Context: an optimization exercise on an open-source flow, tuned for small area, a short achievable clock period and few clock cycles per item. The choices shown serve that exercise and are no tape-out recipe. Power figures rest on the tool's default switching activity, not on a simulated workload.

== alpha ==
## sobel_stream_filter
module sobel_stream_filter #(
  parameter int IMG_W  = 256,
  parameter int IMG_H  = 256,
  parameter int CH_W   = 8
) (
  input  logic                i_clk,
  input  logic                i_rst,
  input  logic                rgb_vld,
  input  logic [3*CH_W-1:0]   rgb_data,
  output logic                rgb_busy,
  output logic                result_vld,
  output logic [3*CH_W-1:0]   result_data,
  input  logic                result_busy
);
  localparam int CW   = $clog2(IMG_W);
  localparam int RW   = $clog2(IMG_H);
  localparam int NT   = 4;                 
  localparam int TW   = $clog2(NT);
  localparam int SEG  = IMG_W / NT;        
  localparam int QD   = 4;                 
  localparam int CAP  = QD + 1;            
  localparam int QW   = $clog2(QD + 1);
  typedef logic [CH_W-1:0] pix_t;
  logic [CW-1:0] col;
  logic [RW-1:0] row;
  logic [CW-1:0] dl;         
  logic [2:0]    cnt;        
  logic          vh;         
  logic [CH_W:0] rbh;        
  pix_t          gh;         
  logic          fire;       
  logic [NT-1:0] wt;         
  logic          acc, hit, xfer;
  assign acc  = rgb_vld && !rgb_busy;
  assign xfer = result_vld && !result_busy;
  logic [CW-1:0] dl_n;
  logic [2:0]    cnt_f, cnt_n;
  logic          vh_n, fire_n, room_n;
  assign dl_n   = fire ? dl : dl + 1'b1;
  assign cnt_f  = cnt + {2'b00, fire && hit};
  assign cnt_n  = cnt_f - {2'b00, xfer};
  assign room_n = xfer ? (cnt_f <= 3'(CAP)) : (cnt_f < 3'(CAP));
  assign vh_n   = acc || (vh && !fire);
  assign fire_n = vh_n && (dl_n[CW-TW-1:0] == '0) && room_n;
  logic [CW-1:0] col_n;
  logic [RW-1:0] row_n;
  assign col_n = (col == CW'(IMG_W - 1)) ? '0 : col + 1'b1;
  assign row_n = (col == CW'(IMG_W - 1)) ? ((row == RW'(IMG_H - 1)) ? '0 : row + 1'b1) : row;
  always_ff @(posedge i_clk) begin
    if (i_rst) begin
      col      <= '0;
      row      <= '0;
      hit      <= 1'b0;
      dl       <= '1;     
      cnt      <= '0;
      vh       <= 1'b0;
      fire     <= 1'b0;
      wt       <= '0;
      rgb_busy <= 1'b0;
    end else begin
      dl   <= dl_n;
      cnt  <= cnt_n;
      vh   <= vh_n;
      fire <= fire_n;
      for (int j = 0; j < NT; j++)
  ...
For scale: about 5,200 cells after synthesis, roughly 4,300 flip-flops, roughly 0.093 mm² of cells after synthesis.
==> module sobel_stream_filter, before the edit <==
module sobel_stream_filter #(
  parameter int IMG_W  = 256,
  parameter int IMG_H  = 256,
  parameter int CH_W   = 8
) (
  input  logic                i_clk,
  input  logic                i_rst,
  input  logic                rgb_vld,
  input  logic [3*CH_W-1:0]   rgb_data,
  output logic                rgb_busy,
  output logic                result_vld,
  output logic [3*CH_W-1:0]   result_data,
  input  logic                result_busy
);
  localparam int CW   = $clog2(IMG_W);
  localparam int RW   = $clog2(IMG_H);
  localparam int NT   = 4;                 
  localparam int TW   = $clog2(NT);
  localparam int SEG  = IMG_W / NT;        
  localparam int QD   = 4;                 
  localparam int CAP  = QD + 1;            
  localparam int QW   = $clog2(QD + 1);
  typedef logic [CH_W-1:0] pix_t;
  logic [CW-1:0] col;
  logic [RW-1:0] row;
  logic [CW-1:0] dl;         
  logic [2:0]    cnt;        
  logic          vh;         
  logic [CH_W:0] rbh;        
  pix_t          gh;         
  logic          fire;       
  logic [NT-1:0] wt;         
  logic          acc, hit, xfer;
  assign acc  = rgb_vld && !rgb_busy;
  assign xfer = result_vld && !result_busy;
  logic [CW-1:0] dl_n;
  logic [2:0]    cnt_f, cnt_n;
  logic          vh_n, fire_n, room_n;
  assign dl_n   = fire ? dl : dl + 1'b1;
  assign cnt_f  = cnt + {2'b00, fire && hit};
  assign cnt_n  = cnt_f - {2'b00, xfer};
  assign room_n = xfer ? (cnt_f <= 3'(CAP)) : (cnt_f < 3'(CAP));
  assign vh_n   = acc || (vh && !fire);
  assign fire_n = vh_n && (dl_n[CW-TW-1:0] == '0) && room_n;
  logic [CW-1:0] col_n;
  logic [RW-1:0] row_n;
  assign col_n = (col == CW'(IMG_W - 1)) ? '0 : col + 1'b1;
  assign row_n = (col == CW'(IMG_W - 1)) ? ((row == RW'(IMG_H - 1)) ? '0 : row + 1'b1) : row;
  always_ff @(posedge i_clk) begin
    if (i_rst) begin
      col      <= '0;
      row      <= '0;
      hit      <= 1'b0;
      dl       <= '1;     
      cnt      <= '0;
      vh       <= 1'b0;
      fire     <= 1'b0;
      wt       <= '0;
      rgb_busy <= 1'b0;
    end else begin
      dl   <= dl_n;
      cnt  <= cnt_n;
      vh   <= vh_n;
      fire <= fire_n;
      for (int j = 0; j < NT; j++)
        wt[j] <= fire_n && (dl_n[CW-1 -: TW] == TW'(j));
      if (fire) begin
        col <= col_n;
        row <= row_n;
        hit <= (row_n >= RW'(2)) && (col_n >= CW'(2));
      end
      rgb_busy <= vh_n && !fire_n;
    end
  end
  always_ff @(posedge i_clk) begin
    if (acc) begin
      rbh <= {1'b0, rgb_data[3*CH_W-1 -: CH_W]} + {1'b0, rgb_data[CH_W-1:0]};
      gh  <= rgb_data[2*CH_W-1 -: CH_W];
    end
  end
  logic [CH_W+1:0] y_sum;
  pix_t            yh;
  assign y_sum = {1'b0, rbh} + {1'b0, gh, 1'b0};
  assign yh    = y_sum[CH_W+1:2];
  logic [2*CH_W-1:0] ring [IMG_W];
  pix_t              y_f;              
  logic [2*CH_W-1:0] tap  [NT];        
  always_comb begin
    for (int j = 0; j < NT; j++) tap[j] = ring[(j * SEG + IMG_W - 1) % IMG_W];
  end
  logic [NT-1:0] wf;
  always_ff @(posedge i_clk) begin
    if (i_rst) wf <= '0;
    else       wf <= wt;
  end
  always_ff @(posedge i_clk) begin
    for (int i = 0; i < IMG_W; i++) begin
      if (i % SEG == 1) begin
        if (wf[i / SEG]) ring[i] <= {ring[i-1][CH_W-1:0], y_f};
        else             ring[i] <= ring[i-1];
      end else begin
        ring[i] <= ring[(i + IMG_W - 1) % IMG_W];
      end
    end
  end
  logic [2*CH_W-1:0] t_c, t_f;
  logic              v_f, h_f;
  always_comb begin
    t_c = '0;
    for (int j = 0; j < NT; j++) if (wt[j]) t_c = t_c | tap[j];
  end
  always_ff @(posedge i_clk) begin
    t_f <= t_c;
    y_f <= yh;
    if (i_rst) begin
      v_f <= 1'b0;
      h_f <= 1'b0;
    end else begin
      v_f <= fire;
      h_f <= fire && hit;
    end
  end
  pix_t                   a_f, b_f;
  logic        [CH_W+1:0] s_c, s_s;
  logic signed [CH_W:0]   d_c, d_s;
  logic                   v_s, h_s;
  assign a_f = t_f[CH_W-1:0];
  assign b_f = t_f[2*CH_W-1:CH_W];
  assign s_c = {2'b00, b_f} + {1'b0, a_f, 1'b0} + {2'b00, y_f};
  assign d_c = $signed({1'b0, y_f}) - $signed({1'b0, b_f});
  always_ff @(posedge i_clk) begin
    s_s <= s_c;
    d_s <= d_c;
    if (i_rst) begin
      v_s <= 1'b0;
      h_s <= 1'b0;
    end else begin
      v_s <= v_f;
      h_s <= h_f;
    end
  end
  logic        [CH_W+1:0] s1, s2;
  logic signed [CH_W:0]   d1;
  logic signed [CH_W+2:0] e, gx, gy;
  pix_t                   gx_g, gy_g;
  logic                   sx_g, sy_g, ox_g, oy_g, h_g;
  assign gx = $signed({1'b0, s_s}) - $signed({1'b0, s2});
  assign gy = d_s + e;
  always_ff @(posedge i_clk) begin
    if (v_s) begin
      s1 <= s_s;
      s2 <= s1;
      d1 <= d_s;
      e  <= (d_s <<< 1) + d1;
    end
    gx_g <= gx[CH_W-1:0] ^ {CH_W{gx[CH_W+2]}};
    gy_g <= gy[CH_W-1:0] ^ {CH_W{gy[CH_W+2]}};
    sx_g <= gx[CH_W+2];
    sy_g <= gy[CH_W+2];
    ox_g <= gx[CH_W+1:CH_W] != {2{gx[CH_W+2]}};
    oy_g <= gy[CH_W+1:CH_W] != {2{gy[CH_W+2]}};
    if (i_rst) h_g <= 1'b0;
    else       h_g <= h_s;
  end
  logic [CH_W+1:0] msum;
  pix_t            m;
  assign msum = {2'b00, gx_g} + {2'b00, gy_g}
              + {{(CH_W+1){1'b0}}, sx_g} + {{(CH_W+1){1'b0}}, sy_g};
  assign m    = (ox_g || oy_g || msum[CH_W+1:CH_W] != 2'b00) ? '1 : msum[CH_W-1:0];
  pix_t          q [QD];
  logic [QW-1:0] qn;                
  pix_t          out_d;
  logic          ld;                
  assign ld = !result_vld || !result_busy;
  always_ff @(posedge i_clk) begin
    if (i_rst) begin
      result_vld <= 1'b0;
      qn         <= '0;
    end else begin
      if (ld) begin
        if (qn != '0) begin
          result_vld <= 1'b1;
          qn         <= qn - 1'b1 + QW'(h_g);
        end else begin
          result_vld <= h_g;
        end
      end else begin
        qn <= qn + QW'(h_g);
      end
    end
  end
  always_ff @(posedge i_clk) begin
    if (ld) out_d <= (qn != '0) ? q[0] : m;
    for (int i = 0; i < QD; i++) begin
      if (ld && qn != '0) begin
        if (h_g && (QW'(i) == qn - 1'b1)) q[i] <= m;
        else if (i < QD - 1)              q[i] <= q[i+1];
      end else if (!ld) begin
        if (h_g && (QW'(i) == qn)) q[i] <= m;
      end
    end
  end
  assign result_data = {out_d, out_d, out_d};
endmodule
clock: 8.0 ns
lec_check: 0
cap_margin: 20
core_margin: 2
core_utilization: 65
cts_buf_list: sky130_fd_sc_hd__clkbuf_16
cts_cluster_diameter: 60
cts_cluster_size: 30
place_density: 0.75
setup_slack_margin: 5
slew_margin: 20
run.sh (not shown) runs the stock make flow with config.mk's settings and CLKGATE_MAP_FILE= SYNTH_SCRIPT=/design/flow/synth_recipe.tcl, a recipe that flattens the netlist after the stock synthesis.
What beta does differently from alpha at the input level:
--- a/flow/design.v
+++ b/flow/design.v
@@ -151,22 +151,22 @@
       s1 <= s_s;
       s2 <= s1;
       d1 <= d_s;
       e  <= (d_s <<< 1) + d1;
     end
-    gx_g <= gx[CH_W-1:0] ^ {CH_W{gx[CH_W+2]}};
-    gy_g <= gy[CH_W-1:0] ^ {CH_W{gy[CH_W+2]}};
+    gx_g <= gx[CH_W-1:0];
+    gy_g <= gy[CH_W-1:0];
     sx_g <= gx[CH_W+2];
     sy_g <= gy[CH_W+2];
     ox_g <= gx[CH_W+1:CH_W] != {2{gx[CH_W+2]}};
     oy_g <= gy[CH_W+1:CH_W] != {2{gy[CH_W+2]}};
     if (i_rst) h_g <= 1'b0;
     else       h_g <= h_s;
   end
   logic [CH_W+1:0] msum;
   pix_t            m;
-  assign msum = {2'b00, gx_g} + {2'b00, gy_g}
+  assign msum = {2'b00, gx_g ^ {CH_W{sx_g}}} + {2'b00, gy_g ^ {CH_W{sy_g}}}
               + {{(CH_W+1){1'b0}}, sx_g} + {{(CH_W+1){1'b0}}, sy_g};
   assign m    = (ox_g || oy_g || msum[CH_W+1:CH_W] != 2'b00) ? '1 : msum[CH_W-1:0];
   pix_t          q [QD];
   logic [QW-1:0] qn;                
   pix_t          out_d;
[summary]
- Summary — detailed-route wire length per cell, beta relative to alpha: lower, by 1.9%.
- Relative to alpha, total power has increased by about 0.33% in beta.
- Going from alpha to beta, count of multi-input combinational gates fell about 5%; number of buffer cells added on primary ports about even.
- beta reached the final stage; the timing, DRC and antenna checks on its layout passed.
- Looking at proportion of power drawn by combinational gates, beta sits 0.4 points above alpha.
No run of this note included a check of the RTL's function; only the layout flow was run.

==> what the ideal ports hide <==
In the flow no input, the clock included, has a driving cell. The finished layouts below were timed again as built, in two steps.
Step 1 sets driving cells, clkbuf_16 on the clock port and buf_2 on the other inputs (assumed; they add their load-dependent delay and slew).
Step 2 adds t to the input delays and takes it off the output delays; t is the mean of the earliest and latest rising clock arrival at the registers after step 1. Input paths then give back, and output paths get back, about the clock's delay inside the block.
Slacks: ideal ports / drivers / drivers and shift; pairs: ideal ports / drivers.
run | t, ns | setup slack, ns | hold WS [ns] | latest minus earliest clock arrival (ns)
alpha | 0.883 | 4.991 / 4.933 / 4.281 | 0.294 / 0.294 / 0.294 | 0.060 / 0.060
beta | 0.883 | 4.960 / 4.955 / 4.184 | 0.275 / 0.275 / 0.275 | 0.067 / 0.067
After both steps setup and hold are still met in every run listed. For beta, which loses most, drivers alone change the setup slack by -0.005 ns; drivers and shift together by -0.776 ns.
